This is an optimization exercise on Yosys and OpenROAD, whose aim is small area and a short achievable clock period, not a production implementation. Function was checked by simulation only, so behaviour that the tests miss may differ from the original. Power figures rest on the tool's default switching activity, not on a simulated workload.

## design.v

```verilog
package seq_pkg;
  typedef logic [$clog2(8)-1:0] vid_t;
  typedef logic [$clog2(32)-1:0] vreg_t;
  typedef logic [8-1:0] vmask_t;
  typedef enum logic [3:0] {
    VADD,
    VSUB,
    VAND,
    VMUL,
    VMACC,
    VLE,
    VSE
  } op_e;
  typedef enum logic [1:0] {
    UNIT_ALU   = 2'd0,
    UNIT_MUL   = 2'd1,
    UNIT_LOAD  = 2'd2,
    UNIT_STORE = 2'd3
  } unit_e;
  typedef enum logic {
    IDLE,
    WAIT
  } seq_state_e;
  typedef struct packed {
    op_e   op;
    vreg_t vd;
    vreg_t vs1;
    vreg_t vs2;
    logic  use_vd;
    logic  use_vs1;
    logic  use_vs2;
    logic  vm;
  } seq_req_t;
  typedef struct packed {
    vid_t   id;
    op_e    op;
    unit_e  unit;
    vreg_t  vd;
    vreg_t  vs1;
    vreg_t  vs2;
    logic   vm;
    vmask_t hazard;
  } unit_req_t;
  typedef struct packed {
    logic error;
  } seq_resp_t;
  typedef struct packed {
    vmask_t store;
    vmask_t load;
    vmask_t mul;
    vmask_t alu;
  } unit_done_t;
  function automatic unit_e unit_of(op_e op);
    case (op)
      4'd3, 4'd4: unit_of = unit_e'(2'd1);
      4'd5:       unit_of = unit_e'(2'd2);
      4'd6:       unit_of = unit_e'(2'd3);
      default:    unit_of = unit_e'(2'd0);
    endcase
  endfunction
endpackage
module state_next (
  input  logic [7:0] running_i,
  input  logic [7:0] free_oh_i,
  input  logic [3:0] th0_i,
  input  logic [3:0] th1_i,
  input  logic [1:0] th2_i,
  input  logic [1:0] th3_i,
  input  logic       wait_i,
  input  logic [31:0] unit_done_i,
  input  logic       addrgen_ack_i,
  input  logic [1:0] unit_i,
  input  logic       issue_i,
  output logic [7:0] running_o,
  output logic [3:0] th0_o,
  output logic [3:0] th1_o,
  output logic [1:0] th2_o,
  output logic [1:0] th3_o,
  output logic       wait_o,
  output logic [3:0] block_o,
  output logic       busy_o
);
  logic [7:0] done_any, stay;
  logic [3:0] down, sel;
  logic       no_done, all_run, one_free;
  logic [3:0] th0_0, th0_1, th1_0, th1_1;
  logic [1:0] th2_0, th2_1, th3_0, th3_1;
  logic       wait_0, full_0, full_1;
  logic [3:0] top_0, top_1;
  assign done_any = unit_done_i[7:0] | unit_done_i[15:8] |
                    unit_done_i[23:16] | unit_done_i[31:24];
  assign down[0]  = |unit_done_i[7:0];
  assign down[1]  = |unit_done_i[15:8];
  assign down[2]  = |unit_done_i[23:16];
  assign down[3]  = |unit_done_i[31:24];
  assign stay     = running_i & ~done_any;
  assign no_done  = ~|(running_i & done_any);
  assign all_run  = &running_i;
  assign one_free = &(running_i | free_oh_i);
  assign sel      = 4'b0001 << unit_i;
  assign running_o = stay | ({8{issue_i}} & free_oh_i);
  assign busy_o    = issue_i | (|stay);
  function automatic logic [3:0] th4_next(logic [3:0] t, logic u, logic d);
    th4_next = (u & ~d) ? {t[2:0], 1'b1} : (d & ~u) ? {1'b0, t[3:1]} : t;
  endfunction
  function automatic logic [1:0] th2_next(logic [1:0] t, logic u, logic d);
    th2_next = (u & ~d) ? {t[0], 1'b1} : (d & ~u) ? {1'b0, t[1]} : t;
  endfunction
  assign th0_0 = th4_next(th0_i, 1'b0, down[0]);
  assign th1_0 = th4_next(th1_i, 1'b0, down[1]);
  assign th2_0 = th2_next(th2_i, 1'b0, down[2]);
  assign th3_0 = th2_next(th3_i, 1'b0, down[3]);
  assign th0_1 = th4_next(th0_i, sel[0], down[0]);
  assign th1_1 = th4_next(th1_i, sel[1], down[1]);
  assign th2_1 = th2_next(th2_i, sel[2], down[2]);
  assign th3_1 = th2_next(th3_i, sel[3], down[3]);
  assign th0_o = issue_i ? th0_1 : th0_0;
  assign th1_o = issue_i ? th1_1 : th1_0;
  assign th2_o = issue_i ? th2_1 : th2_0;
  assign th3_o = issue_i ? th3_1 : th3_0;
  assign wait_0 = wait_i & ~addrgen_ack_i;
  assign wait_o = issue_i ? unit_i[1] : wait_0;
  assign full_0 = no_done & all_run;
  assign full_1 = no_done & (all_run | one_free);
  assign top_0 = {th3_0[1], th2_0[1], th1_0[3], th0_0[3]};
  assign top_1 = {th3_1[1], th2_1[1], th1_1[3], th0_1[3]};
  assign block_o = issue_i ? ({4{unit_i[1] | full_1}} | top_1)
                           : ({4{wait_0 | full_0}} | top_0);
endmodule
module issue_ctl (
  input  logic [2:0] op_i,
  input  logic       req_valid_i,
  input  logic       unit_req_ready_i,
  input  logic       addrgen_ack_i,
  input  logic       wait_i,
  input  logic       valid_i,
  input  logic [3:0] block_i,
  output logic       req_ready_o,
  output logic       resp_valid_o,
  output logic       held_o,
  output logic       issue_o,
  output logic       is_mem_o,
  output logic [1:0] unit_o,
  output logic [3:0] up_o
);
  logic is_alu, is_mul;
  assign is_alu   = ~op_i[2] & ~(op_i[1] & op_i[0]);
  assign is_mul   = (~op_i[2] & op_i[1] & op_i[0]) | (op_i[2] & ~op_i[1] & ~op_i[0]);
  assign unit_o[1] = op_i[2] & (op_i[1] | op_i[0]);
  assign unit_o[0] = (~op_i[2] & op_i[1] & op_i[0]) | (op_i[2] & ~op_i[0]);
  assign is_mem_o = unit_o[1];
  assign held_o  = valid_i & ~unit_req_ready_i;
  assign issue_o = req_valid_i & ~held_o & ~block_i[unit_o];
  assign up_o    = {4{issue_o}} & (4'b0001 << unit_o);
  assign req_ready_o  = (wait_i & addrgen_ack_i) |
                        (~held_o & (req_valid_i ? ((is_alu & ~block_i[0]) | (is_mul & ~block_i[1]))
                                                : ~wait_i));
  assign resp_valid_o = wait_i & addrgen_ack_i;
endmodule
module vector_sequencer (
  input  logic                clk_i,
  input  logic                rst_ni,
  input  logic [22:0]         req_i,
  input  logic                req_valid_i,
  output logic                req_ready_o,
  output logic                resp_o,
  output logic                resp_valid_o,
  output logic                idle_o,
  output logic [32:0]         unit_req_o,
  output logic                unit_req_valid_o,
  input  logic                unit_req_ready_i,
  input  logic [31:0]         unit_done_i,
  input  logic                addrgen_ack_i,
  input  logic                addrgen_error_i
);
  localparam int N = 8;
  logic [3:0] op;
  logic [4:0] vd, vs1, vs2;
  logic       use_vd, use_vs1, use_vs2, vm;
  assign op      = req_i[22:19];
  assign vd      = req_i[18:14];
  assign vs1     = req_i[13:9];
  assign vs2     = req_i[8:4];
  assign use_vd  = req_i[3];
  assign use_vs1 = req_i[2];
  assign use_vs2 = req_i[1];
  assign vm      = req_i[0];
  logic [1:0] unit;
  logic       is_mem;
  logic [N-1:0] running_q;
  logic [N-1:0] free_oh;
  logic [2:0]   next_id;
  always_comb begin
    for (int i = 0; i < N; i++) begin
      free_oh[i] = ~running_q[i];
      for (int j = 0; j < i; j++) free_oh[i] = free_oh[i] & running_q[j];
    end
  end
  assign next_id[0] = free_oh[1] | free_oh[3] | free_oh[5] | free_oh[7];
  assign next_id[1] = free_oh[2] | free_oh[3] | free_oh[6] | free_oh[7];
  assign next_id[2] = free_oh[4] | free_oh[5] | free_oh[6] | free_oh[7];
  logic [3:0] th0_q, th1_q, th0_d, th1_d;
  logic [1:0] th2_q, th3_q, th2_d, th3_d;
  logic [3:0] up;
  logic [3:0]   block_q, block_d;
  logic         wait_q, wait_d;
  logic [N-1:0] running_d;
  logic         held;
  logic         issue;
  logic         busy_q;
  issue_ctl i_issue (
    .op_i             (op[2:0]),
    .req_valid_i      (req_valid_i),
    .unit_req_ready_i (unit_req_ready_i),
    .addrgen_ack_i    (addrgen_ack_i),
    .wait_i           (wait_q),
    .valid_i          (unit_req_valid_o),
    .block_i          (block_q),
    .req_ready_o      (req_ready_o),
    .resp_valid_o     (resp_valid_o),
    .held_o           (held),
    .issue_o          (issue),
    .is_mem_o         (is_mem),
    .unit_o           (unit),
    .up_o             (up)
  );
  assign resp_o       = addrgen_error_i;
  logic busy_d;
  state_next i_next (
    .running_i     (running_q),
    .free_oh_i     (free_oh),
    .th0_i         (th0_q),
    .th1_i         (th1_q),
    .th2_i         (th2_q),
    .th3_i         (th3_q),
    .wait_i        (wait_q),
    .unit_done_i   (unit_done_i),
    .addrgen_ack_i (addrgen_ack_i),
    .unit_i        (unit),
    .issue_i       (issue),
    .running_o     (running_d),
    .th0_o         (th0_d),
    .th1_o         (th1_d),
    .th2_o         (th2_d),
    .th3_o         (th3_d),
    .wait_o        (wait_d),
    .block_o       (block_d),
    .busy_o        (busy_d)
  );
  assign idle_o = ~busy_q;
  always_ff @(posedge clk_i or negedge rst_ni) begin
    if (!rst_ni) begin
      running_q        <= '0;
      busy_q           <= 1'b0;
      wait_q           <= 1'b0;
      unit_req_valid_o <= 1'b0;
      block_q          <= '0;
      th0_q            <= '0;
      th1_q            <= '0;
      th2_q            <= '0;
      th3_q            <= '0;
    end else begin
      running_q        <= running_d;
      busy_q           <= busy_d;
      wait_q           <= wait_d;
      unit_req_valid_o <= issue | held;
      block_q          <= block_d;
      th0_q            <= th0_d;
      th1_q            <= th1_d;
      th2_q            <= th2_d;
      th3_q            <= th3_d;
    end
  end
  logic [N-1:0][4:0] wreg_q, rreg1_q, rreg2_q;
  logic [N-1:0]      wflag_q, rflag1_q, rflag2_q, rflag0_q;
  logic [N-1:0]      hazard;
  logic vs1_z, vs2_z, vd_z, rd_v0;
  assign vs1_z = (vs1 == 5'd0);
  assign vs2_z = (vs2 == 5'd0);
  assign vd_z  = (vd == 5'd0);
  assign rd_v0 = (use_vs1 & vs1_z) | (use_vs2 & vs2_z) | ~vm;
  for (genvar i = 0; i < N; i++) begin : gen_id
    logic w_vs1, w_vs2, w_vd, w_z;
    logic r1_vs1, r1_vs2, r1_vd, r1_z;
    logic r2_vs1, r2_vs2, r2_vd, r2_z;
    logic w_hit, r_hit;
    logic w_kill, r1_kill, r2_kill, r0_kill;
    assign w_vs1  = (wreg_q[i] == vs1);
    assign w_vs2  = (wreg_q[i] == vs2);
    assign w_vd   = (wreg_q[i] == vd);
    assign w_z    = (wreg_q[i] == 5'd0);
    assign r1_vs1 = (rreg1_q[i] == vs1);
    assign r1_vs2 = (rreg1_q[i] == vs2);
    assign r1_vd  = (rreg1_q[i] == vd);
    assign r1_z   = (rreg1_q[i] == 5'd0);
    assign r2_vs1 = (rreg2_q[i] == vs1);
    assign r2_vs2 = (rreg2_q[i] == vs2);
    assign r2_vd  = (rreg2_q[i] == vd);
    assign r2_z   = (rreg2_q[i] == 5'd0);
    assign w_hit = wflag_q[i] & ((use_vs1 & w_vs1) | (use_vs2 & w_vs2) |
                                 (~vm & w_z) | (use_vd & w_vd));
    assign r_hit = use_vd & ((rflag1_q[i] & r1_vd) | (rflag2_q[i] & r2_vd) |
                             (rflag0_q[i] & vd_z));
    assign hazard[i] = running_q[i] & (w_hit | r_hit);
    assign w_kill  = issue & use_vd & w_vd;
    assign r1_kill = issue & ((use_vs1 & r1_vs1) | (use_vs2 & r1_vs2) | (~vm & r1_z));
    assign r2_kill = issue & ((use_vs1 & r2_vs1) | (use_vs2 & r2_vs2) | (~vm & r2_z));
    assign r0_kill = issue & rd_v0;
    always_ff @(posedge clk_i) begin
      if (!running_q[i]) begin
        wreg_q[i]   <= vd;
        rreg1_q[i]  <= vs1;
        rreg2_q[i]  <= vs2;
        wflag_q[i]  <= use_vd;
        rflag1_q[i] <= use_vs1;
        rflag2_q[i] <= use_vs2;
        rflag0_q[i] <= ~vm;
      end else begin
        wflag_q[i]  <= wflag_q[i] & ~w_kill;
        rflag1_q[i] <= rflag1_q[i] & ~r1_kill;
        rflag2_q[i] <= rflag2_q[i] & ~r2_kill;
        rflag0_q[i] <= rflag0_q[i] & ~r0_kill;
      end
    end
  end
  logic [2:0]  id_q;
  logic [2:0]  op_q;
  logic [15:0] regs_q;
  logic [7:0]  hazard_q;
  always_ff @(posedge clk_i) begin
    if (!held) begin
      id_q     <= next_id;
      op_q     <= op[2:0];
      regs_q   <= {vd, vs1, vs2, vm};
      hazard_q <= hazard;
    end
  end
  logic [1:0] unit_q;
  assign unit_q[1] = op_q[2] & (op_q[1] | op_q[0]);
  assign unit_q[0] = (~op_q[2] & op_q[1] & op_q[0]) | (op_q[2] & ~op_q[0]);
  assign unit_req_o = {id_q, 1'b0, op_q, unit_q, regs_q, hazard_q};
endmodule
```

## flow/run.sh

```bash
#!/bin/bash
# Standard layout, with every port buffered by the smallest buffer
# (sky130_fd_sc_hd__buf_1); the resizer still upsizes them where timing needs it.
set -euo pipefail
bash standard.sh "BUFFER_PORTS_ARGS=-buffer_cell sky130_fd_sc_hd__buf_1" finish > standard.log 2>&1
```

## standard.sh

```bash
#!/bin/bash
# synth_recipe.tcl (not shown) runs the flow's synth.tcl, then flattens the netlist and writes it again
# the make line also repeats each setting of config.mk as NAME=value (left out here)
make -C /OpenROAD-flow-scripts/flow DESIGN_CONFIG=/design/flow/config.mk WORK_HOME=/design/flow/orfs CLKGATE_MAP_FILE= SYNTH_SCRIPT=/design/flow/synth_recipe.tcl "${@:-finish}"
```

## config.mk

```make
export PLATFORM = sky130hd
export DESIGN_NAME = vector_sequencer
export DESIGN_NICKNAME = vector_sequencer
export VERILOG_FILES = /design/flow/design.v
export SDC_FILE = /design/flow/constraint.sdc
export NUM_CORES = 4
export LEC_CHECK = 0
export CAP_MARGIN = 20
export CORE_MARGIN = 2
export CORE_UTILIZATION = 65
export CTS_CLUSTER_DIAMETER = 300
export CTS_CLUSTER_SIZE = 25
export PLACE_DENSITY = 0.8
export SETUP_SLACK_MARGIN = 2.5
export SLEW_MARGIN = 20
export SYNTH_HIERARCHICAL = 1
export SYNTH_MINIMUM_KEEP_SIZE = 0
```

## constraint.sdc

```tcl
create_clock -name core_clock -period 5.0 [get_ports {clk_i}]
set_input_delay 1.0000 -clock core_clock [delete_from_list [all_inputs] [get_ports {clk_i}]]
set_output_delay 1.0000 -clock core_clock [all_outputs]
set_load 0.01 [all_outputs]
```

==> results_dict.tcl, run 1 <==
set metrics [dict create \
    timing.fmax_mhz 361 \
    drive_gt1_share_pct 8.99 \
    seqCellArea_mm2 0.00583 \
    routed-wl-met2_um 15600 \
    min_period_over_period_pct 55.4 \
    layout_common_cells "292 x xor2_1, 150 x edfxtp_1, 81 x nor4_1" \
    die_w_um 142 \
    critPathMaxFanout 5 \
    dp_hpwl_um 19700 \
    areaGrowthSynthToFinish_pct 9.39 \
    grt.total_usage_pct 31.1 \
    cp-end-kind "output pin" \
    rsz0062_at_grt "true" \
    routed_wirelength_um 31800 \
    highest_layer "met4" \
    rows 50 \
    floorplan.die_area_mm2 0.0201 \
    die_h_um 142 \
    ir_drop_mv 0.345 \
    fillers 1290 \
    intPower_mw 2.77 \
    final.setup.tns_ns 0 \
    setup_viol 0 \
    wl_met1_um 12900 \
    synth_nets 1185 \
    routabilityCongestion 0.891 \
    power.density_mw_per_mm2 288 \
    hold_viol 0 \
    antenna_found_initial 0 \
    ys_warn_count 8 \
    vias 9260 \
    slew_viol_final 0 \
    first_global_vias 9087 \
    power_frac_seq_pct 55.3 \
    p_sw_share_pct 28.6 \
    cts_buffer_depth 3 \
    vias_per_cell 6.45 \
    p_comb_share_pct 17.6 \
    final_common_cell "xor2_1" \
    cts_tree "built" \
    crit_type "input pin to output pin" \
    start_util_pct 66.1 \
    synth.avg_cell_area_um2 11.0 \
    netlist_area_mm2 0.0123 \
    fin_crit_ns 2.77 \
    status "no timing/DRC/antenna violations" \
    p_leak_nw 4.90 \
    fin_worst_skew_ns 0.0223 \
    antennaDiodeCount 0 \
    worstHoldPathType "flop to flop" \
    pin_count 99 \
    core-area_mm2 0.0186 \
    nNetsFinal 1256 \
    cts-buffers-inserted 12 \
    path_clk_slew_ns 0.10 \
    wl_per_cell_um 22.2 \
    route.detailed.drc 0 \
    synthCells 1124 \
    crit_arrival_ns 1.77 \
    grt_start_max_net_pins 35 \
    grt_pass1_wl_um 49100 \
    clock_latency_ns 0.48 \
    cap_violations 0 \
    multi_input_comb_area_mm2 0.00615 \
    crit_required_ns 4.00 \
    cts-root-buf "clkbuf_16" \
    clock-sinks 209 \
    drtIter0Drc 1054 \
    port_buffers 94 \
    stdcell_count 1435 \
    htree_levels 1 \
    dp.cells 1402 \
    relSlewSlack_pct 52.8 \
    power.net_switching_mw 1.11 \
    wl_met3_um 2430 \
    dr.pass1.iters 5 \
    ant_nets 0 \
    worstMarginPinSlew_ns 0.708 \
    p_clk_share_pct 27.1 \
    start_kind "input pin" \
    grt-ovfl-total 0 \
]
==> worst max-delay path: stages <==
cell and delay (ns):
buf_12 0.11, nor4b_4 0.32, o311ai_4 0.13, nand2_1 0.09
buf_2 0.13
==> stage by stage <==
step	utilization (%)	hold slack, ns	worst slack [ns]	total power, mW	area [um2]
3_5_place_dp	68.7	0.460	1.69	2.81	12800
4_1_cts	71.6	0.474	2.22	3.85	13300
5_1_grt	72.3	0.509	2.19	4.02	13500
2_1_floorplan	-	0.444	2.37	2.61	12400
3_3_place_gp	68.7	0.455	1.76	2.79	12800
6_report	72.3	0.475	2.23	3.88	13500
==> power by group through the flow <==
stage               combinational [mW]  sequential [mW]  clock (mW)
global placement                 0.612             2.17           0
global route                     0.739             2.16        1.12
CTS                              0.655             2.14        1.06
detailed placement               0.633             2.18           0
finish                           0.684             2.15        1.05
floorplan                        0.454             2.15           0
==> final cells by class <==
type	instances	area share [%]
timing repair buffer	131	5.63
clock buffer	19	2.58
tap	234	2.17
clock inverter	1	0.121
sequential	209	43.2
multi-input combinational	818	45.6
inverter	23	0.696
==> final timing paths <==
path	end	slack, ns	cells past startpoint	startpoint
max in group asynchronous	running_q[2]	4.22	2	rst_ni
max	req_ready_o	2.23	5	req_i[20]
min in group asynchronous	running_q[5]	0.50	2	rst_ni
max reg2reg	block_q[2]	2.59	7	running_q[1]
min	rflag0_q[3]	0.48	2	rflag0_q[3]
min reg2reg	rflag0_q[3]	0.48	2	rflag0_q[3]
==> per-layer routing <==
metal,global-route usage [%],up-vias
li1,-,4206
met1,42.1,4502
met2,52.7,462
met3,3.27,90
met4,11.2,0
met5,0,-
==> state kept, by name, summed over array words and instances (netlist names) <==
name,cells
rflag2_q,8
wait_q,1
busy_q,1
id_q,3
th0_q,4
running_q,8
wreg_q,40
th3_q,2
rflag1_q,8
th2_q,2
unit_req_valid_o,1
rflag0_q,8
rreg2_q,40
hazard_q,8
rreg1_q,40
wflag_q,8
th1_q,4
op_q,3
block_q,4
regs_q,16
==> timing repair <==
action	in CTS	in global routing
endpoints found under the setup margin	39	28
gates cloned	0	0
gates resized for setup	40	19
endpoints found under the hold margin	0	0
setup buffers	5	8
pin swaps	4	3
hold buffers	0	0
==> inputs of run 2 (changes only) <==
--- a/config.mk
+++ b/config.mk
@@ -10,7 +10,6 @@
 export CORE_UTILIZATION = 65
 export CTS_CLUSTER_DIAMETER = 300
 export CTS_CLUSTER_SIZE = 25
-export PLACE_DENSITY = 0.8
 export SETUP_SLACK_MARGIN = 2.5
 export SLEW_MARGIN = 20
 export SYNTH_HIERARCHICAL = 1
==> run 2 against run 1 <==
Sequential power about the same. Fmax decreased by 0.73%. Highest routed layer unchanged. Combinational power decreased by 1%. Non-clock buffer count decreased by 1. Still clean. Total power decreased by 0.15%. Worst hold slack got worse by 0.0016 ns. Core utilization decreased by 0.34 points. Die area unchanged. Critical path depth unchanged. Clock skew decreased by 0.0017 ns. Cell area decreased by 0.46%.
==> results_dict.tcl, run 2 <==
set metrics [dict create \
    endpoint "req_ready_o" \
    stdcell_count 1434 \
    hold_viol 0 \
    core-area_mm2 0.0186 \
    route.detailed.drc 0 \
    start_util_pct 66.1 \
    rows 50 \
    cts-buffers-inserted 12 \
    synth.avg_cell_area_um2 11.0 \
    antennaDiodeCount 0 \
    cts_buffer_depth 3 \
    dr.pass1.iters 5 \
    cp-startpoint "req_i[20]" \
    ant_nets 0 \
    crit_arrival_ns 1.79 \
    dp.cells 1402 \
    reg2reg_depth 7 \
    final.setup.tns_ns 0 \
    critPathSlowestCell "o311ai_4" \
    r2r_end "block_q[2]" \
    grt_start_max_net_pins 35 \
    die_w_um 142 \
    port_buffers 94 \
    crit_required_ns 4.00 \
    design_area_mm2 0.0134 \
    fillers 1380 \
    reg2reg_from "running_q[3]" \
    first_global_vias 8879 \
    drtIter0Drc 837 \
    nNetsFinal 1255 \
    dp_hpwl_um 20100 \
    routed_wirelength_um 32500 \
    path_clk_slew_ns 0.10 \
    holdPathStages 2 \
    reg_top3 "rreg1_q (40), rreg2_q (40), wreg_q (40)" \
    htree_levels 1 \
    vias_per_cell 6.39 \
    die_h_um 142 \
    grt_pass1_wl_um 49900 \
    slowest_delay_ns 0.25 \
    ctsHoldBuffers 0 \
    cts_tree "built" \
    start_kind "input pin" \
    ys_warn_count 8 \
    ir_drop_mv 0.325 \
    worst-path-stages 5 \
    wl_per_cell_um 22.7 \
    multi_input_comb_area_mm2 0.00611 \
    antenna_found_initial 0 \
    clock-sinks 209 \
    seqCellArea_mm2 0.00583 \
    rsz0062_at_grt "true" \
    timing.fmax_mhz 358 \
    worstHoldPathType "flop to flop" \
    floorplan.die_area_mm2 0.0201 \
    grt-ovfl-total 0 \
    path_buf_inv 2 \
    placed_cell_area_mm2 0.0128 \
    cap_violations 0 \
    power.density_mw_per_mm2 289 \
    critPathMaxFanout 6 \
    slew_viol_final 0 \
    vias 9166 \
    layout_common_cells "292 x xor2_1, 150 x edfxtp_1, 81 x nor4_1" \
    min_period_over_period_pct 55.8 \
    crit_chain "buf_12 > and4bb_4 > o311ai_4 > nand2_1 > buf_2" \
    relSlewSlack_pct 33.6 \
    routabilityCongestion 0.879 \
    final_common_cell "xor2_1" \
    rrSetupSlack_ns 2.62 \
    drive_gt1_share_pct 8.75 \
    setup_viol 0 \
    synthCells 1124 \
    p_leak_nw 4.88 \
    crit_family "simple AND/OR/NAND/NOR gates" \
    clock_latency_ns 0.48 \
    cp-end-kind "output pin" \
    netlist_area_mm2 0.0123 \
    grt.total_usage_pct 32.4 \
    crit_type "input pin to output pin" \
    worstMarginPinSlew_ns 0.997 \
    pin_count 99 \
    cts-root-buf "clkbuf_16" \
    fin_worst_skew_ns 0.0206 \
    status "no timing/DRC/antenna violations" \
    areaGrowthSynthToFinish_pct 8.88 \
    fin_crit_ns 2.79 \
    synth_nets 1185 \
]
-- run 2: stage by stage --
step                      util [%]  power [mW]  worst slack (ns)  hold slack, ns
final                         72.0        3.88              2.21           0.474
after global routing          72.0        4.02              2.19           0.495
after CTS                     71.4        3.87              2.23           0.473
after detailed placement      68.7        2.82              1.62           0.459
after global placement        68.7        2.80              1.68           0.453
after floorplan                  -        2.61              2.37           0.444
-- run 2: worst min path at each step --
| stage | from | endpoint | slack (ns) |
|---|---|---|---|
| after detailed placement | rflag0_q[1] | rflag0_q[1] | 0.46 |
| final | rflag0_q[3] | rflag0_q[3] | 0.47 |
| after global placement | rflag0_q[5] | rflag0_q[5] | 0.45 |
| after global routing | rflag0_q[6] | rflag0_q[6] | 0.49 |
| after CTS | rflag0_q[1] | rflag0_q[1] | 0.47 |
| after floorplan | rflag0_q[0] | rflag0_q[0] | 0.44 |
-- run 2: final cells by class --
class                           instances  area share [%]
Multi-Input combinational cell        818            45.5
Sequential cell                       209            43.4
Timing Repair Buffer                  130            5.44
Clock buffer                           19            2.59
Tap cell                              234            2.18
Inverter                               23           0.727
Clock inverter                          1           0.121
-- run 2: where the power goes --
group / switching (mW) / leakage [nW] / internal (mW)
logic: 0.402 / 2.50 / 0.273
registers: 0.146 / 2.21 / 2.00
clock network: 0.563 / 0.175 / 0.493
total: 1.11 / 4.88 / 2.77
-- run 2: layer usage --
metal | track usage (%) | vias to the layer above | wire, um
met5 | 0 | - | 0
met4 | 10.1 | 0 | 826
met3 | 3.64 | 64 | 2300
met2 | 52.2 | 410 | 15300
met1 | 46.6 | 4492 | 14100
li1 | - | 4200 | -
-- run 2: repair_timing --
action | CTS | global route
setup endpoints to repair | 43 | 17
pin swaps | 2 | 5
setup buffers | 5 | 7
gates resized for setup | 33 | 16
-- run 2: worst register-to-register path, cell delays in order, from the launching register on --
cell and delay (ns):
dfrtp_2 0.64, nand4_1 0.30, nor4_2 0.41, o22ai_1 0.17
a211oi_1 0.22, a21oi_1 0.09, or3_4 0.36, nand4_1 0.12
==> inputs of run 3 (changes only) <==
--- a/config.mk
+++ b/config.mk
@@ -5,12 +5,12 @@
 export SDC_FILE = /design/flow/constraint.sdc
 export NUM_CORES = 4
 export LEC_CHECK = 0
-export CAP_MARGIN = 20
+export CAP_MARGIN = 0
 export CORE_MARGIN = 2
 export CORE_UTILIZATION = 65
 export CTS_CLUSTER_DIAMETER = 300
 export CTS_CLUSTER_SIZE = 25
 export SETUP_SLACK_MARGIN = 2.5
-export SLEW_MARGIN = 20
+export SLEW_MARGIN = 0
 export SYNTH_HIERARCHICAL = 1
 export SYNTH_MINIMUM_KEEP_SIZE = 0
==> run 3 against run 2 <==
Clock-buffer cell count did not move. Clock power barely moved. Fmax unchanged. Critical path depth is the same. Clock skew did not move. First-iteration DRC count is the same. Non-clock buffer count is the same. Cell area unchanged. Area after synthesis unchanged. Total power stayed put. Via count did not move. Register-to-register slack is essentially flat. Critical path type unchanged. Largest cell class unchanged.
==> results_dict.tcl, run 3 <==
set metrics [dict create \
    synth_nets 1185 \
    top_usage_layer "met2" \
    ant_nets 0 \
    rsz0062_at_grt "true" \
    pin_count 99 \
    holdPathStages 2 \
    antenna_found_initial 0 \
    placed_cell_area_mm2 0.0128 \
    netlist_area_mm2 0.0123 \
    relSlewSlack_pct 33.6 \
    path_clk_slew_ns 0.10 \
    layout_common_cells "292 x xor2_1, 150 x edfxtp_1, 81 x nor4_1" \
    post-route-util_pct 72.0 \
    power_mw 3.88 \
    grt.total_usage_pct 32.4 \
    wl_per_cell_um 22.7 \
    slew_viol_final 0 \
    drtIter0Drc 837 \
    fillers 1380 \
    fin_crit_ns 2.79 \
    slowest_delay_ns 0.25 \
    crit_chain "buf_12 > and4bb_4 > o311ai_4 > nand2_1 > buf_2" \
    cap_violations 0 \
    critPathSlowestCell "o311ai_4" \
    status "no timing/DRC/antenna violations" \
    fin_worst_skew_ns 0.0206 \
    ys_warn_count 8 \
    crit_arrival_ns 1.79 \
    final.setup.tns_ns 0 \
    dp_hpwl_um 20100 \
    cts-buffers-inserted 12 \
    cts_tree "built" \
    die_h_um 142 \
    reg2reg_depth 7 \
    clock_latency_ns 0.48 \
    cp-end-kind "output pin" \
    min_period_over_period_pct 55.8 \
    power_frac_seq_pct 55.3 \
    final_common_cell "xor2_1" \
    htree_levels 1 \
    route.detailed.drc 0 \
    routed_wirelength_um 32500 \
    p_clk_share_pct 27.2 \
    worstHoldPathType "flop to flop" \
    ctsHoldBuffers 0 \
    start_kind "input pin" \
    worstMarginPinSlew_ns 0.997 \
    rows 50 \
    critPathMaxFanout 6 \
    first_global_vias 8879 \
    start_util_pct 66.1 \
    clock-sinks 209 \
    ir_drop_mv 0.325 \
    dr.pass1.iters 5 \
    grt-ovfl-total 0 \
    antennaDiodeCount 0 \
    power.net_switching_mw 1.11 \
    reg_top3 "rreg1_q (40), rreg2_q (40), wreg_q (40)" \
    cts-root-buf "clkbuf_16" \
    cp-startpoint "req_i[20]" \
    reg2reg_from "running_q[3]" \
    power.density_mw_per_mm2 289 \
    p_sw_share_pct 28.7 \
    nNetsFinal 1255 \
    hp-start "rflag0_q[3]" \
    pre_cts_ws_ns 1.62 \
    rrSetupSlack_ns 2.62 \
    crit_type "input pin to output pin" \
    crit_required_ns 4.00 \
    r2r_end "block_q[2]" \
    areaGrowthSynthToFinish_pct 8.88 \
    p_leak_nw 4.88 \
    core-area_mm2 0.0186 \
    met3_usage_pct 3.64 \
    grt_start_max_net_pins 35 \
    synthCells 1124 \
    hold_viol 0 \
    timing.fmax_mhz 358 \
    floorplan.die_area_mm2 0.0201 \
    p_comb_share_pct 17.4 \
    intPower_mw 2.77 \
    layout_setup_ws_ns 2.21 \
    synth.avg_cell_area_um2 11.0 \
    cts_buffer_depth 3 \
    met1_usage_pct 46.6 \
    grt_pass1_wl_um 49900 \
    vias_per_cell 6.39 \
    vias 9166 \
    setup_viol 0 \
    holdPathEnd "rflag0_q[3]" \
    met2_usage_pct 52.2 \
    routabilityCongestion 0.879 \
    drive_gt1_share_pct 8.75 \
    port_buffers 94 \
    die_w_um 142 \
    design_area_mm2 0.0134 \
]
-- run 3: how the worst max path moves through the flow --
| stage | depth (start not counted) | end |
|---|---|---|
| after floorplan | 4 | req_ready_o |
| after global placement | 10 | th0_q[1] |
| after detailed placement | 10 | th0_q[1] |
| after CTS | 5 | req_ready_o |
| after global routing | 5 | req_ready_o |
| final | 5 | req_ready_o |
-- run 3: routing by layer --
metal / wire length, um / share of wire [%]
met1: 14100 / 43
met2: 15300 / 47
met3: 2300 / 7.1
met4: 826 / 2.5
met5: 0 / 0
-- run 3: final cells by class --
type                       count  area (um2)  area share [%]
clock buffer                  19         348            2.59
clock inverter                 1        16.3           0.121
inverter                      23        97.6           0.727
multi-input combinational    818        6110            45.5
sequential                   209        5830            43.4
tap                          234         293            2.18
timing repair buffer         130         731            5.44
-- run 3: stage by stage --
step,instances,hold slack [ns]
after floorplan,1124,0.444
after global placement,1402,0.453
after detailed placement,1402,0.459
after CTS,1427,0.473
after global routing,1434,0.495
final,1434,0.474
-- run 3: critical path, delay by kind of cell --
family / cells / cell delay (ns)
buffers and inverters: 2 / 0.25
and+or+nand+nor: 2 / 0.29
AOI/OAI and AO/OA: 1 / 0.25
-- run 3: power by group through the flow --
stage / clock [mW] / sequential (mW) / combinational (mW)
global route: 1.12 / 2.16 / 0.734
global placement: 0 / 2.18 / 0.625
floorplan: 0 / 2.15 / 0.454
detailed placement: 0 / 2.18 / 0.642
finish: 1.06 / 2.15 / 0.675
CTS: 1.07 / 2.14 / 0.659
-- run 3: timing repair --
item | 4_1_cts | 5_1_grt
buffers inserted | 5 | 7
pin swaps | 2 | 5
endpoints found under the setup margin | 43 | 17
resized for setup | 33 | 16
==> inputs of run 4 (changes only) <==
--- a/config.mk
+++ b/config.mk
@@ -5,12 +5,12 @@
 export SDC_FILE = /design/flow/constraint.sdc
 export NUM_CORES = 4
 export LEC_CHECK = 0
-export CAP_MARGIN = 0
+export CAP_MARGIN = 20
 export CORE_MARGIN = 2
 export CORE_UTILIZATION = 65
 export CTS_CLUSTER_DIAMETER = 300
-export CTS_CLUSTER_SIZE = 25
+export CTS_CLUSTER_SIZE = 32
 export SETUP_SLACK_MARGIN = 2.5
-export SLEW_MARGIN = 0
+export SLEW_MARGIN = 20
 export SYNTH_HIERARCHICAL = 1
 export SYNTH_MINIMUM_KEEP_SIZE = 0
==> run 4 against run 3 <==
Sequential power hardly changed. Fmax hardly changed. Clock power is about 10% lower. Area after synthesis stayed put. Largest cell class unchanged. Die area stayed put. Non-clock buffer count is 1 lower. Worst setup slack hardly changed. Critical path type unchanged. Clock skew is 0.0039 ns higher. Clock-buffer cell count is 4 lower.
==> results_dict.tcl, run 4 <==
set metrics [dict create \
    layout_common_cells "292 x xor2_1, 150 x edfxtp_1, 81 x nor4_1" \
    start_util_pct 66.1 \
    layout_setup_ws_ns 2.21 \
    drive_gt1_share_pct 8.62 \
    cap_violations 0 \
    hold_viol 0 \
    die_w_um 142 \
    antenna_found_initial 0 \
    placed_cell_area_mm2 0.0128 \
    synthCells 1124 \
    vias_per_cell 6.36 \
    cp-end-kind "output pin" \
    netlist_area_mm2 0.0123 \
    relSlewSlack_pct 30.9 \
    htree_levels 1 \
    ant_nets 0 \
    wl_per_cell_um 22.6 \
    p_leak_nw 4.85 \
    path_clk_slew_ns 0.11 \
    port_buffers 94 \
    cts_tree "built" \
    crit_family "simple AND/OR/NAND/NOR gates" \
    min_period_over_period_pct 55.8 \
    synth.avg_cell_area_um2 11.0 \
    vias 9089 \
    synth_nets 1185 \
    crit_type "input pin to output pin" \
    final_common_cell "xor2_1" \
    timing.fmax_mhz 358 \
    slowest_delay_ns 0.25 \
    grt_start_max_net_pins 35 \
    worstMarginPinSlew_ns 1.04 \
    cts-buffers-inserted 10 \
    setup_viol 0 \
    pin_count 99 \
    die_h_um 142 \
    design_area_mm2 0.0134 \
    critPathSlowestCell "o311ai_4" \
    slew_viol_final 0 \
    rsz0062_at_grt "true" \
    dp_hpwl_um 20100 \
    ctsHoldBuffers 0 \
    critPathMaxFanout 6 \
    rrSetupSlack_ns 2.61 \
    crit_chain "buf_12 > and4bb_4 > o311ai_4 > nand2_1 > buf_2" \
    fillers 1379 \
    cts-root-buf "clkbuf_16" \
    status "no timing/DRC/antenna violations" \
    crit_required_ns 4.00 \
    nNetsFinal 1252 \
    grt.total_usage_pct 32.1 \
    seqCellArea_mm2 0.00583 \
    antennaDiodeCount 0 \
    dr.pass1.iters 5 \
    clock-sinks 209 \
    pre_cts_ws_ns 1.62 \
    rows 50 \
    multi_input_comb_area_mm2 0.00611 \
    clock_latency_ns 0.48 \
    fin_worst_skew_ns 0.0245 \
    cts_buffer_depth 3 \
    first_global_vias 8847 \
    final.setup.tns_ns 0 \
    ys_warn_count 8 \
    reg_top3 "rreg1_q (40), rreg2_q (40), wreg_q (40)" \
    crit_arrival_ns 1.79 \
    routabilityCongestion 0.879 \
    grt_pass1_wl_um 49600 \
    drtIter0Drc 742 \
    ir_drop_mv 0.366 \
    fin_crit_ns 2.79 \
    areaGrowthSynthToFinish_pct 8.37 \
    floorplan.die_area_mm2 0.0201 \
    start_kind "input pin" \
    worstHoldPathType "flop to flop" \
    path_buf_inv 2 \
    grt-ovfl-total 0 \
    power.density_mw_per_mm2 282 \
    route.detailed.drc 0 \
    routed_wirelength_um 32400 \
    core-area_mm2 0.0186 \
]
[run 4: repair_timing]
item	in CTS	in global routing
setup buffers	5	6
pin swaps	2	6
gates resized for setup	33	16
endpoints found under the setup margin	40	15
[run 4: final cells by class]
type,count,share of cell area (%)
Clock buffer,15,2.17
Inverter,23,0.731
Multi-Input combinational cell,818,45.8
Timing Repair Buffer,129,5.41
Tap cell,234,2.19
Sequential cell,209,43.6
Clock inverter,1,0.122
[run 4: path summary, 6_finish.rpt]
check	start	to	depth (start not counted)
worst max-delay path	req_i[20]	req_ready_o	5
worst min register to register	rflag0_q[1]	rflag0_q[1]	2
worst min-delay path	rflag0_q[1]	rflag0_q[1]	2
max in group asynchronous	rst_ni	running_q[3]	2
min in group asynchronous	rst_ni	th0_q[0]	2
worst max register to register	running_q[3]	block_q[2]	7
[run 4: worst reg2reg max path, cell delays in order (launching register included)]
cell	delay, ns
dfrtp_2	0.65
nand4_1	0.30
nor4_2	0.40
o22ai_1	0.17
a211oi_1	0.22
a21oi_1	0.10
or3_4	0.36
nand4_1	0.12
[run 4: power by group]
| part | leakage [nW] | switching, mW | internal [mW] |
|---|---|---|---|
| combinational | 2.50 | 0.402 | 0.271 |
| clock | 0.148 | 0.534 | 0.419 |
| sequential | 2.21 | 0.146 | 2.00 |
| total | 4.85 | 1.08 | 2.69 |
[run 4: through the flow]
step           std cells  util (%)  power [mW]  hold WS, ns
2_1_floorplan       1124         -        2.61        0.444
3_5_place_dp        1402      68.7        2.82        0.459
4_1_cts             1423      71.1        3.77        0.476
5_1_grt             1429      71.7        3.91        0.497
6_report            1429      71.7        3.77        0.477
3_3_place_gp        1402      68.7        2.80        0.453
[run 4: routing by layer]
layer	GRT usage [%]	part of all wire, %	up-vias
met5	0	0	-
met4	8.89	2.3	0
met1	46.2	42	4423
met2	52.2	47	415
met3	3.81	7.9	66
li1	-	-	4185
==> inputs of run 5 (changes only) <==
--- a/design.v
+++ b/design.v
@@ -77,8 +77,7 @@
   output logic [1:0] th2_o,
   output logic [1:0] th3_o,
   output logic       wait_o,
-  output logic [3:0] block_o,
-  output logic       busy_o
+  output logic [3:0] block_o
 );
   logic [7:0] done_any, stay;
   logic [3:0] down, sel;
@@ -99,7 +98,6 @@
   assign one_free = &(running_i | free_oh_i);
   assign sel      = 4'b0001 << unit_i;
   assign running_o = stay | ({8{issue_i}} & free_oh_i);
-  assign busy_o    = issue_i | (|stay);
   function automatic logic [3:0] th4_next(logic [3:0] t, logic u, logic d);
     th4_next = (u & ~d) ? {t[2:0], 1'b1} : (d & ~u) ? {1'b0, t[3:1]} : t;
   endfunction
@@ -207,7 +205,6 @@
   logic [N-1:0] running_d;
   logic         held;
   logic         issue;
-  logic         busy_q;
   issue_ctl i_issue (
     .op_i             (op[2:0]),
     .req_valid_i      (req_valid_i),
@@ -225,7 +222,6 @@
     .up_o             (up)
   );
   assign resp_o       = addrgen_error_i;
-  logic busy_d;
   state_next i_next (
     .running_i     (running_q),
     .free_oh_i     (free_oh),
@@ -244,14 +240,12 @@
     .th2_o         (th2_d),
     .th3_o         (th3_d),
     .wait_o        (wait_d),
-    .block_o       (block_d),
-    .busy_o        (busy_d)
+    .block_o       (block_d)
   );
-  assign idle_o = ~busy_q;
+  assign idle_o = ~|running_q;
   always_ff @(posedge clk_i or negedge rst_ni) begin
     if (!rst_ni) begin
       running_q        <= '0;
-      busy_q           <= 1'b0;
       wait_q           <= 1'b0;
       unit_req_valid_o <= 1'b0;
       block_q          <= '0;
@@ -261,7 +255,6 @@
       th3_q            <= '0;
     end else begin
       running_q        <= running_d;
-      busy_q           <= busy_d;
       wait_q           <= wait_d;
       unit_req_valid_o <= issue | held;
       block_q          <= block_d;
--- a/config.mk
+++ b/config.mk
@@ -9,7 +9,7 @@
 export CORE_MARGIN = 2
 export CORE_UTILIZATION = 65
 export CTS_CLUSTER_DIAMETER = 300
-export CTS_CLUSTER_SIZE = 32
+export CTS_CLUSTER_SIZE = 25
 export SETUP_SLACK_MARGIN = 2.5
 export SLEW_MARGIN = 20
 export SYNTH_HIERARCHICAL = 1
==> run 5 against run 4 <==
Fmax rose by 3.0%. Register-to-register slack improved by 0.14 ns. Final cell count rose by 0.70%. Highest routed layer unchanged. Area after synthesis rose by 0.24%. Clock-buffer cell count rose by 4. Global-route usage fell by 0.74 points. Clock power rose by 12%. Largest cell class unchanged. Sequential share of layout area fell by 0.57 points. Cell area rose by 1.1%.
==> results_dict.tcl, run 5 <==
set metrics [dict create \
    vias 8948 \
    placed_cell_area_mm2 0.0127 \
    multi_input_comb_area_mm2 0.00606 \
    slowest_delay_ns 0.20 \
    synth.avg_cell_area_um2 11.1 \
    cts_tree "built" \
    areaGrowthSynthToFinish_pct 9.35 \
    fin_worst_skew_ns 0.0371 \
    setup_viol 0 \
    die_h_um 142 \
    crit_chain "buf_12 > and4bb_4 > o311ai_2 > nand2_1 > buf_2" \
    die_w_um 142 \
    antenna_found_initial 0 \
    design_area_mm2 0.0135 \
    pre_cts_ws_ns 1.64 \
    nNetsFinal 1260 \
    route.detailed.drc 0 \
    final.setup.tns_ns 0 \
    final_common_cell "xor2_1" \
    path_clk_slew_ns 0.11 \
    p_leak_nw 4.92 \
    synthCells 1110 \
    core-area_mm2 0.0187 \
    routed_wirelength_um 31500 \
    fillers 1341 \
    seqCellArea_mm2 0.00582 \
    floorplan.die_area_mm2 0.0201 \
    cap_violations 0 \
    worstHoldPathType "input pin to async pin" \
    drive_gt1_share_pct 10.5 \
    reg_top3 "rreg1_q (40), rreg2_q (40), wreg_q (40)" \
    start_util_pct 66.1 \
    antennaDiodeCount 0 \
    first_global_vias 8716 \
    drtIter0Drc 699 \
    rows 50 \
    power.density_mw_per_mm2 286 \
    vias_per_cell 6.22 \
    wl_per_cell_um 21.9 \
    grt-ovfl-total 0 \
    slew_viol_final 0 \
    grt_start_max_net_pins 35 \
    layout_setup_ws_ns 2.29 \
    cts-root-buf "clkbuf_16" \
    cts_buffer_depth 3 \
    hold_viol 0 \
    critPathSlowestCell "o311ai_2" \
    layout_common_cells "297 x xor2_1, 150 x edfxtp_1, 81 x nor4_1" \
    critPathMaxFanout 4 \
    dp_hpwl_um 19700 \
    htree_levels 1 \
    fin_crit_ns 2.71 \
    rsz0062_at_grt "true" \
    crit_type "input pin to output pin" \
    synth_nets 1171 \
    grt.total_usage_pct 31.4 \
    netlist_area_mm2 0.0124 \
    worstMarginPinSlew_ns 0.971 \
    crit_required_ns 4.00 \
    power_mw 3.87 \
    port_buffers 94 \
    clock_latency_ns 0.49 \
    timing.fmax_mhz 369 \
    dr.pass1.iters 5 \
    ir_drop_mv 0.347 \
    crit_arrival_ns 1.71 \
    cp-end-kind "output pin" \
    min_period_over_period_pct 54.2 \
    pin_count 99 \
    grt_pass1_wl_um 48600 \
    relSlewSlack_pct 35.3 \
    routabilityCongestion 0.886 \
    clock-sinks 208 \
    cts-buffers-inserted 12 \
    ys_warn_count 8 \
    status "no timing/DRC/antenna violations" \
    start_kind "input pin" \
    ant_nets 0 \
]
run 5: critical path: cells and delay by family:
| kind | cells | cell delay [ns] |
|---|---|---|
| buffers and inverters | 2 | 0.25 |
| and+or+nand+nor | 2 | 0.26 |
| AOI/OAI and AO/OA | 1 | 0.20 |
run 5: timing repair:
action                                  in CTS  in global routing
hold buffers                                 0                  0
hold endpoints to repair                     0                  0
setup buffers                               14                 15
gates resized for setup                     45                 14
pin swaps                                    2                  6
endpoints found under the setup margin      32                 29
run 5: path summary, 6_finish.rpt:
check	end	depth (start not counted)	startpoint	slack (ns)
min	running_q[1]	2	rst_ni	0.48
max	req_ready_o	5	req_i[19]	2.29
max reg2reg	block_q[0]	8	running_q[2]	2.75
max in group asynchronous	running_q[2]	2	rst_ni	4.23
min in group core_clock	rflag0_q[4]	2	rflag0_q[4]	0.48
min reg2reg	rflag0_q[4]	2	rflag0_q[4]	0.48
run 5: routing by layer:
layer	share of wire (%)	routed length [um]	global-route usage, %	up-vias
met2	48	15100	51.8	341
met4	1.7	530	8.00	0
met3	6.8	2150	4.66	36
met5	0	0	0	-
met1	43	13700	44.0	4371
li1	-	-	-	4200
run 5: report_power, final:
group	total (mW)	internal [mW]	switching (mW)
Combinational	0.672	0.277	0.395
Clock	1.07	0.496	0.570
Sequential	2.13	1.99	0.138
Total	3.87	2.76	1.10
run 5: final cells by class:
| type | count | share of cell area, % |
|---|---|---|
| clock inverters | 1 | 0.148 |
| multi-input cells | 806 | 44.8 |
| clock buffers | 19 | 2.57 |
| well taps | 234 | 2.17 |
| inverters | 22 | 0.833 |
| repair buffers | 149 | 6.39 |
| flip-flops and latches | 208 | 43.1 |
run 5: per-stage QoR:
| stage | utilization [%] | hold slack, ns | cells |
|---|---|---|---|
| 3_5_place_dp | 68.1 | 0.457 | 1390 |
| 6_report | 72.2 | 0.478 | 1439 |
| 4_1_cts | 71.4 | 0.472 | 1424 |
| 5_1_grt | 72.2 | 0.488 | 1439 |
| 3_3_place_gp | 68.1 | 0.452 | 1390 |
| 2_1_floorplan | - | 0.445 | 1110 |
==> inputs of run 6 (changes only) <==
--- a/config.mk
+++ b/config.mk
@@ -10,7 +10,7 @@
 export CORE_UTILIZATION = 65
 export CTS_CLUSTER_DIAMETER = 300
 export CTS_CLUSTER_SIZE = 25
-export SETUP_SLACK_MARGIN = 2.5
+export SETUP_SLACK_MARGIN = 2.7
 export SLEW_MARGIN = 20
 export SYNTH_HIERARCHICAL = 1
 export SYNTH_MINIMUM_KEEP_SIZE = 0
==> run 6 against run 5 <==
Still clean on timing, DRC and antenna. Final cell count up 0.35%. Non-clock buffer count up 5. Worst hold slack better by 0.0074 ns. Cell area up 2.5%. Largest cell class unchanged. Largest power group unchanged. Highest routed layer unchanged.
==> results_dict.tcl, run 6 <==
set metrics [dict create \
    routabilityCongestion 0.871 \
    areaGrowthSynthToFinish_pct 12.1 \
    layout_common_cells "296 x xor2_1, 150 x edfxtp_1, 80 x nor4_1" \
    min_period_over_period_pct 54.5 \
    timing.fmax_mhz 367 \
    ant_nets 0 \
    reg2reg_depth 8 \
    port_buffers 94 \
    synth.avg_cell_area_um2 11.1 \
    setup_viol 0 \
    cts-buffers-inserted 12 \
    first_global_vias 9022 \
    clock_latency_ns 0.49 \
    wl_per_cell_um 22.8 \
    grt.total_usage_pct 32.7 \
    layout_setup_ws_ns 2.27 \
    worstHoldPathType "input pin to async pin" \
    ys_warn_count 8 \
    met3_usage_pct 4.42 \
    crit_family "simple AND/OR/NAND/NOR gates" \
    vias 9283 \
    crit_required_ns 4.00 \
    worstMarginPinSlew_ns 0.801 \
    r2r_end "block_q[0]" \
    floorplan.die_area_mm2 0.0201 \
    die_h_um 142 \
    critPathSlowestCell "o311ai_2" \
    slew_viol_final 0 \
    pre_cts_ws_ns 1.69 \
    grt_pass1_wl_um 50600 \
    power.density_mw_per_mm2 284 \
    drive_gt1_share_pct 12.3 \
    grt_start_max_net_pins 29 \
    antennaDiodeCount 0 \
    fin_crit_ns 2.73 \
    crit_type "input pin to output pin" \
    cap_violations 0 \
    antenna_found_initial 0 \
    dp_hpwl_um 20000 \
    start_kind "input pin" \
    crit_arrival_ns 1.73 \
    reg2reg_from "running_q[3]" \
    vias_per_cell 6.43 \
    route.detailed.drc 0 \
    rrSetupSlack_ns 2.71 \
    final.setup.tns_ns 0 \
    nNetsFinal 1265 \
    slowest_delay_ns 0.21 \
    cts-root-buf "clkbuf_16" \
    path_buf_inv 2 \
    synth_nets 1171 \
    cts_buffer_depth 3 \
    drtIter0Drc 812 \
    holdWs_ns 0.486 \
    p_leak_nw 5.06 \
    ir_drop_mv 0.360 \
    critPathMaxFanout 4 \
    met1_usage_pct 45.1 \
    crit_chain "buf_12 > and4bb_4 > o311ai_2 > nand2_1 > buf_2" \
    htree_levels 1 \
    reg_top3 "rreg1_q (40), rreg2_q (40), wreg_q (40)" \
    path_clk_slew_ns 0.11 \
    hold_viol 0 \
    synthCells 1110 \
    relSlewSlack_pct 46.6 \
    pin_count 99 \
    cts_tree "built" \
    rsz0062_at_grt "true" \
    rows 50 \
    met2_usage_pct 53.4 \
    routed_wirelength_um 32900 \
    grt-ovfl-total 0 \
    status "no timing/DRC/antenna violations" \
    dr.pass1.iters 5 \
    clock-sinks 208 \
    cp-end-kind "output pin" \
    core-area_mm2 0.0187 \
    start_util_pct 66.1 \
    final_common_cell "xor2_1" \
    netlist_area_mm2 0.0124 \
    top_usage_layer "met2" \
    fin_worst_skew_ns 0.0372 \
    die_w_um 142 \
]
==> run 6: cell count changes in the layout (fill, tap and decap cells not counted), sizes merged <==
cell and change:
bufbuf +1, buf +5, clkbuf -1
==> run 6: power breakdown <==
group	switching (mW)	internal (mW)
sequential	0.138	1.99
clock	0.579	0.496
combinational	0.423	0.311
total	1.14	2.80
==> run 6: what timing repair did <==
item / 4_1_cts / 5_1_grt
setup endpoints to repair: 60 / 40
pin swaps: 9 / 19
hold buffers: 0 / 0
gates cloned: 1 / 0
buffers inserted: 20 / 12
gates resized for setup: 57 / 55
endpoints found under the hold margin: 0 / 0
==> run 6: layout make-up <==
cell class              count  area [um2]
clock buffers              19         348
clock inverters             1        20.0
fillers                  1301        4860
inverters                  22         113
multi-input cells         806        6180
flip-flops and latches    208        5810
well taps                 234         293
repair buffers            154        1090
==> run 6: layer usage <==
| metal | vias to the layer above | routed length (um) | part of all wire, % |
|---|---|---|---|
| li1 | 4209 | - | - |
| met1 | 4571 | 13800 | 42 |
| met2 | 429 | 15600 | 47 |
| met3 | 74 | 2350 | 7.1 |
| met4 | 0 | 1200 | 3.7 |
| met5 | - | 0 | 0 |
==> run 6: worst max-delay path by stage <==
| stage | slack [ns] | from | depth (start not counted) | end |
|---|---|---|---|---|
| finish | 2.27 | req_i[20] | 5 | req_ready_o |
| global route | 2.25 | req_i[20] | 5 | req_ready_o |
| CTS | 2.24 | req_i[20] | 5 | req_ready_o |
| detailed placement | 1.69 | req_i[19] | 10 | th2_q[1] |
| global placement | 1.79 | req_i[19] | 10 | block_q[2] |
| floorplan | 2.37 | req_i[19] | 4 | req_ready_o |
==> run 6: through the flow <==
| step | instances | power, mW | area [um2] | utilization, % |
|---|---|---|---|---|
| 6_report | 1444 | 3.94 | 13800 | 74.0 |
| 5_1_grt | 1444 | 4.08 | 13800 | 74.0 |
| 4_1_cts | 1432 | 3.90 | 13500 | 72.4 |
| 3_5_place_dp | 1391 | 2.80 | 12800 | 68.4 |
| 3_3_place_gp | 1391 | 2.78 | 12800 | 68.4 |
| 2_1_floorplan | 1110 | 2.61 | 12400 | - |
==> inputs of run 7 (changes only) <==
--- a/config.mk
+++ b/config.mk
@@ -10,7 +10,8 @@
 export CORE_UTILIZATION = 65
 export CTS_CLUSTER_DIAMETER = 300
 export CTS_CLUSTER_SIZE = 25
-export SETUP_SLACK_MARGIN = 2.7
+export GPL_TIMING_DRIVEN = 0
+export SETUP_SLACK_MARGIN = 2.2
 export SLEW_MARGIN = 20
 export SYNTH_HIERARCHICAL = 1
 export SYNTH_MINIMUM_KEEP_SIZE = 0
==> run 7 against run 6 <==
Still clean. Clock-buffer cell count unchanged. Clock power about the same. Combinational power decreased by 2%. Core utilization decreased by 1.4 points. Critical path type is now flop to output pin. Highest routed layer unchanged.
==> results_dict.tcl, run 7 <==
set metrics [dict create \
    crit_required_ns 4.00 \
    fillers 1390 \
    grt.total_usage_pct 37.4 \
    ys_warn_count 8 \
    dp.cells 1436 \
    path_clk_slew_ns 0.11 \
    drtIter0Drc 1293 \
    htree_levels 1 \
    crit_type "flop to output pin" \
    vias_per_cell 6.57 \
    crit_chain "clkbuf_2 > clkinvlp_4 > nand4_1 > nor2_1 > buf_1" \
    layout_setup_ws_ns 2.15 \
    layout_common_cells "297 x xor2_1, 150 x edfxtp_1, 81 x nor4_1" \
    ant_nets 0 \
    power_mw 3.93 \
    start_util_pct 66.1 \
    core-area_mm2 0.0187 \
    critPathSlowestCell "dfrtp_1" \
    pin_count 99 \
    multi_input_comb_area_mm2 0.00603 \
    ctsHoldBuffers 0 \
    dr.pass1.iters 5 \
    die_h_um 142 \
    pre_cts_ws_ns 1.39 \
    grt_pass1_wl_um 55500 \
    areaGrowthSynthToFinish_pct 9.91 \
    cts_buffer_depth 3 \
    synth_nets 1171 \
    cap_violations 0 \
    fin_crit_ns 2.85 \
    routed_wirelength_um 37600 \
    cts-root-buf "clkbuf_16" \
    timing.fmax_mhz 351 \
    vias 9658 \
    stdcell_count 1470 \
    synthCells 1110 \
    cts-buffers-inserted 12 \
    fin_worst_skew_ns 0.0452 \
    synth.avg_cell_area_um2 11.1 \
    final_common_cell "xor2_1" \
    clock-sinks 208 \
    wl_per_cell_um 25.6 \
    rsz0062_at_grt "true" \
    antennaDiodeCount 0 \
    slew_viol_final 0 \
    die_w_um 142 \
    worstMarginPinSlew_ns 0.790 \
    cts_tree "built" \
    reg_top3 "rreg1_q (40), rreg2_q (40), wreg_q (40)" \
    rows 50 \
    hold_viol 0 \
    clock_latency_ns 0.50 \
    antenna_found_initial 0 \
    setup_viol 0 \
    slowest_delay_ns 0.50 \
    power.density_mw_per_mm2 289 \
    worstHoldPathType "input pin to async pin" \
    drive_gt1_share_pct 10.6 \
    route.detailed.drc 0 \
    nNetsFinal 1291 \
    port_buffers 92 \
    cp-startpoint "running_q[0]" \
    min_period_over_period_pct 57.1 \
    first_global_vias 9169 \
    relSlewSlack_pct 47.3 \
    routabilityCongestion 0.946 \
    crit_arrival_ns 1.85 \
    ir_drop_mv 0.411 \
    critPathMaxFanout 10 \
    start_kind "flop" \
    reg2reg_from "running_q[0]" \
    netlist_area_mm2 0.0124 \
    seqCellArea_mm2 0.00580 \
    floorplan.die_area_mm2 0.0201 \
    grt_start_max_net_pins 32 \
    grt-ovfl-total 0 \
    dp_hpwl_um 25000 \
    cp-end-kind "output pin" \
    p_leak_nw 5.00 \
    status "no timing/DRC/antenna violations" \
    holdWs_ns 0.476 \
    final.setup.tns_ns 0 \
]
run 7: timing repair:
item                       4_1_cts  5_1_grt
buffers inserted                14        0
setup endpoints to repair       26       32
gates resized for setup         26       11
pin swaps                        3        1
run 7: cell type report:
class / instances / area share (%)
multi-input cells: 806 / 44.4
flip-flops and latches: 208 / 42.7
plain buffers: 74 / 3.67
repair buffers: 106 / 3.55
clock buffers: 19 / 2.56
well taps: 234 / 2.16
inverters: 22 / 0.829
clock inverters: 1 / 0.147
run 7: worst max-delay path, delay by kind of cell, from the launching register on:
family	cells	cell delay, ns
flops	1	0.50
simple gates	2	0.17
buf+inv	3	0.70
run 7: layer usage:
layer  global-route usage [%]  up-vias  part of all wire [%]
met1                     51.9     4696                    39
met5                        0        -                     0
met2                     59.7      594                    45
met3                     5.91      110                    11
li1                         -     4258                     -
met4                     14.0        0                   4.3
run 7: worst paths after layout:
check	endpoint	slack, ns	cells past startpoint
setup / recovery	idle_o	2.15	5
hold / removal	running_q[2]	0.48	1
setup reg to reg	block_q[1]	2.56	9
hold reg to reg	rflag0_q[0]	0.48	2
max in group asynchronous	th2_q[1]	4.14	1
min in group core_clock	rflag0_q[0]	0.48	2
run 7: power by group:
part	total (mW)	internal [mW]	switching, mW
clock network	1.09	0.497	0.589
logic	0.715	0.276	0.439
registers	2.13	1.99	0.140
run 7: per-stage QoR:
stage / util (%) / area (um2)
final: 72.6 / 13600
after global routing: 72.6 / 13600
after CTS: 72.5 / 13600
after detailed placement: 69.5 / 13000
after global placement: 69.5 / 13000
after floorplan: - / 12400
==> inputs of run 8 (changes only) <==
--- a/config.mk
+++ b/config.mk
@@ -10,7 +10,6 @@
 export CORE_UTILIZATION = 65
 export CTS_CLUSTER_DIAMETER = 300
 export CTS_CLUSTER_SIZE = 25
-export GPL_TIMING_DRIVEN = 0
 export SETUP_SLACK_MARGIN = 2.2
 export SLEW_MARGIN = 20
 export SYNTH_HIERARCHICAL = 1
==> run 8 against run 7 <==
Combinational power fell by 9.8%. Clock skew fell by 0.015 ns. Total power fell by 3.1%. Global-route usage fell by 6.1 points. Critical endpoint is now req_ready_o. Fmax rose by 3.5%. Highest routed layer unchanged. Cell area fell by 2.6%. Worst hold slack got worse by 0.0014 ns. Via count fell by 7.6%. Final cell count fell by 3.7%.
==> results_dict.tcl, run 8 <==
set metrics [dict create \
    drtIter0Drc 705 \
    ctsHoldBuffers 0 \
    drive_gt1_share_pct 8.21 \
    ir_drop_mv 0.309 \
    grt_start_max_net_pins 33 \
    hold_viol 0 \
    final_common_cell "xor2_1" \
    reg_top3 "rreg1_q (40), rreg2_q (40), wreg_q (40)" \
    clock_latency_ns 0.49 \
    first_global_vias 8848 \
    wl_per_cell_um 22.2 \
    grt.total_usage_pct 31.3 \
    antenna_found_initial 0 \
    p_leak_nw 4.78 \
    grt_pass1_wl_um 48700 \
    grt-ovfl-total 0 \
    relSlewSlack_pct 30.8 \
    crit_required_ns 4.00 \
    routed_wirelength_um 31400 \
    antennaDiodeCount 0 \
    vias 8921 \
    routabilityCongestion 0.849 \
    timing.fmax_mhz 363 \
    dr.pass1.iters 5 \
    start_util_pct 66.1 \
    ant_nets 0 \
    cp-end-kind "output pin" \
    rows 50 \
    synth_nets 1171 \
    port_buffers 94 \
    fillers 1403 \
    cts-root-buf "clkbuf_16" \
    final.setup.tns_ns 0 \
    floorplan.die_area_mm2 0.0201 \
    die_w_um 142 \
    clock-sinks 208 \
    cap_violations 0 \
    cts_tree "built" \
    start_kind "input pin" \
    status "no timing/DRC/antenna violations" \
    pin_count 99 \
    areaGrowthSynthToFinish_pct 7.10 \
    route.detailed.drc 0 \
    nNetsFinal 1237 \
    netlist_area_mm2 0.0124 \
    crit_arrival_ns 1.76 \
    cts_buffer_depth 3 \
    power.density_mw_per_mm2 288 \
    layout_common_cells "297 x xor2_1, 150 x edfxtp_1, 81 x nor4_1" \
    htree_levels 1 \
    fin_worst_skew_ns 0.0299 \
    power_mw 3.81 \
    die_h_um 142 \
    setup_viol 0 \
    ys_warn_count 8 \
    rsz0062_at_grt "false" \
    cts-buffers-inserted 12 \
    critPathMaxFanout 11 \
    worstMarginPinSlew_ns 1.04 \
    vias_per_cell 6.30 \
    fin_crit_ns 2.76 \
    multi_input_comb_area_mm2 0.00603 \
    synth.avg_cell_area_um2 11.1 \
    dp_hpwl_um 20100 \
    crit_type "input pin to output pin" \
    slew_viol_final 0 \
    core-area_mm2 0.0187 \
    synthCells 1110 \
    min_period_over_period_pct 55.1 \
    seqCellArea_mm2 0.00580 \
    worstHoldPathType "flop to flop" \
    path_clk_slew_ns 0.10 \
]
## run 8: path summary, 6_finish.rpt
path	start	endpoint	slack, ns	depth (start not counted)
setup reg to reg	running_q[6]	block_q[2]	2.54	8
hold / removal	rflag0_q[4]	rflag0_q[4]	0.48	2
hold reg to reg	rflag0_q[4]	rflag0_q[4]	0.48	2
setup / recovery	req_i[21]	req_ready_o	2.24	5
min in group asynchronous	rst_ni	unit_req_valid_o	0.51	2
max in group asynchronous	rst_ni	running_q[2]	4.23	2
## run 8: metrics by stage
| step | cells | utilization [%] | worst slack, ns | instance area, um2 | hold WS [ns] |
|---|---|---|---|---|---|
| 6_report | 1416 | 70.7 | 2.24 | 13200 | 0.475 |
| 5_1_grt | 1416 | 70.7 | 2.20 | 13200 | 0.510 |
| 4_1_cts | 1416 | 70.6 | 2.21 | 13200 | 0.474 |
| 3_5_place_dp | 1389 | 68.1 | 1.61 | 12700 | 0.459 |
| 3_3_place_gp | 1389 | 68.1 | 1.63 | 12700 | 0.454 |
| 2_1_floorplan | 1110 | - | 2.32 | 12400 | 0.445 |
## run 8: where the power goes
group / internal, mW / total, mW / switching (mW)
registers: 1.99 / 2.13 / 0.143
logic: 0.256 / 0.645 / 0.388
clock network: 0.469 / 1.03 / 0.561
## run 8: worst max-delay path: stages
cell      delay [ns]
buf_6           0.12
and4bb_4        0.20
o311ai_2        0.20
nand2_1         0.08
buf_2           0.14
## run 8: timing repair
item	CTS	global route
gates resized for setup	22	6
setup buffers	7	0
pin swaps	1	1
setup endpoints to repair	10	7
## run 8: area by class of cell
cell class,count,area share [%]
sequential,208,43.9
tap,234,2.21
timing repair buffer,126,4.81
inverter,22,0.823
clock inverter,2,0.274
clock buffer,18,2.44
multi-input combinational,806,45.6
## run 8: metal layers
metal | share of wire, % | global-route usage (%) | vias up
met3 | 5.8 | 3.48 | 63
met4 | 2.7 | 8.79 | 0
met5 | 0 | 0 | -
met2 | 48 | 52.4 | 326
li1 | - | - | 4159
met1 | 44 | 43.7 | 4373

separate check: timing with driven ports:
The flow's constraints put no driver on any port. The routed layouts listed below were extracted and timed again, unchanged, in two steps. Step 1, drivers: a clkbuf_16 drives clk_i and a buf_2 each remaining input, both assumed. Step 2 also shifts input and output timing later by t, the mid clock arrival at the registers, as if the neighbouring blocks saw the same clock. Slacks: no drivers / after step 1 / after step 2; pairs: no drivers / after step 1.
| run | shift t [ns] | setup slack, ns | worst hold slack (ns) | worst data-port slew with drivers (ns) |
|---|---|---|---|---|
| run 1 | 0.512 | 2.229 / 2.180 / 2.001 | 0.475 / 0.475 / 0.475 | 0.07 |
| run 2 | 0.508 | 2.209 / 2.149 / 1.909 | 0.474 / 0.474 / 0.474 | 0.06 |
| run 3 | 0.508 | 2.209 / 2.149 / 1.909 | 0.474 / 0.474 / 0.474 | 0.06 |
| run 4 | 0.505 | 2.209 / 2.150 / 1.876 | 0.477 / 0.477 / 0.477 | 0.06 |
| run 5 | 0.518 | 2.291 / 2.225 / 2.040 | 0.478 / 0.463 / 0.478 | 0.07 |
| run 6 | 0.520 | 2.274 / 2.223 / 1.969 | 0.486 / 0.463 / 0.498 | 0.07 |
| run 7 | 0.527 | 2.147 / 2.099 / 1.715 | 0.476 / 0.451 / 0.476 | 0.04 |
| run 8 | 0.524 | 2.245 / 2.202 / 1.790 | 0.475 / 0.475 / 0.475 | 0.06 |
After both steps setup and hold are still met in every run listed. The setup slack of run 8, which loses most, moves by -0.043 ns with the drivers and by -0.455 ns with both steps.
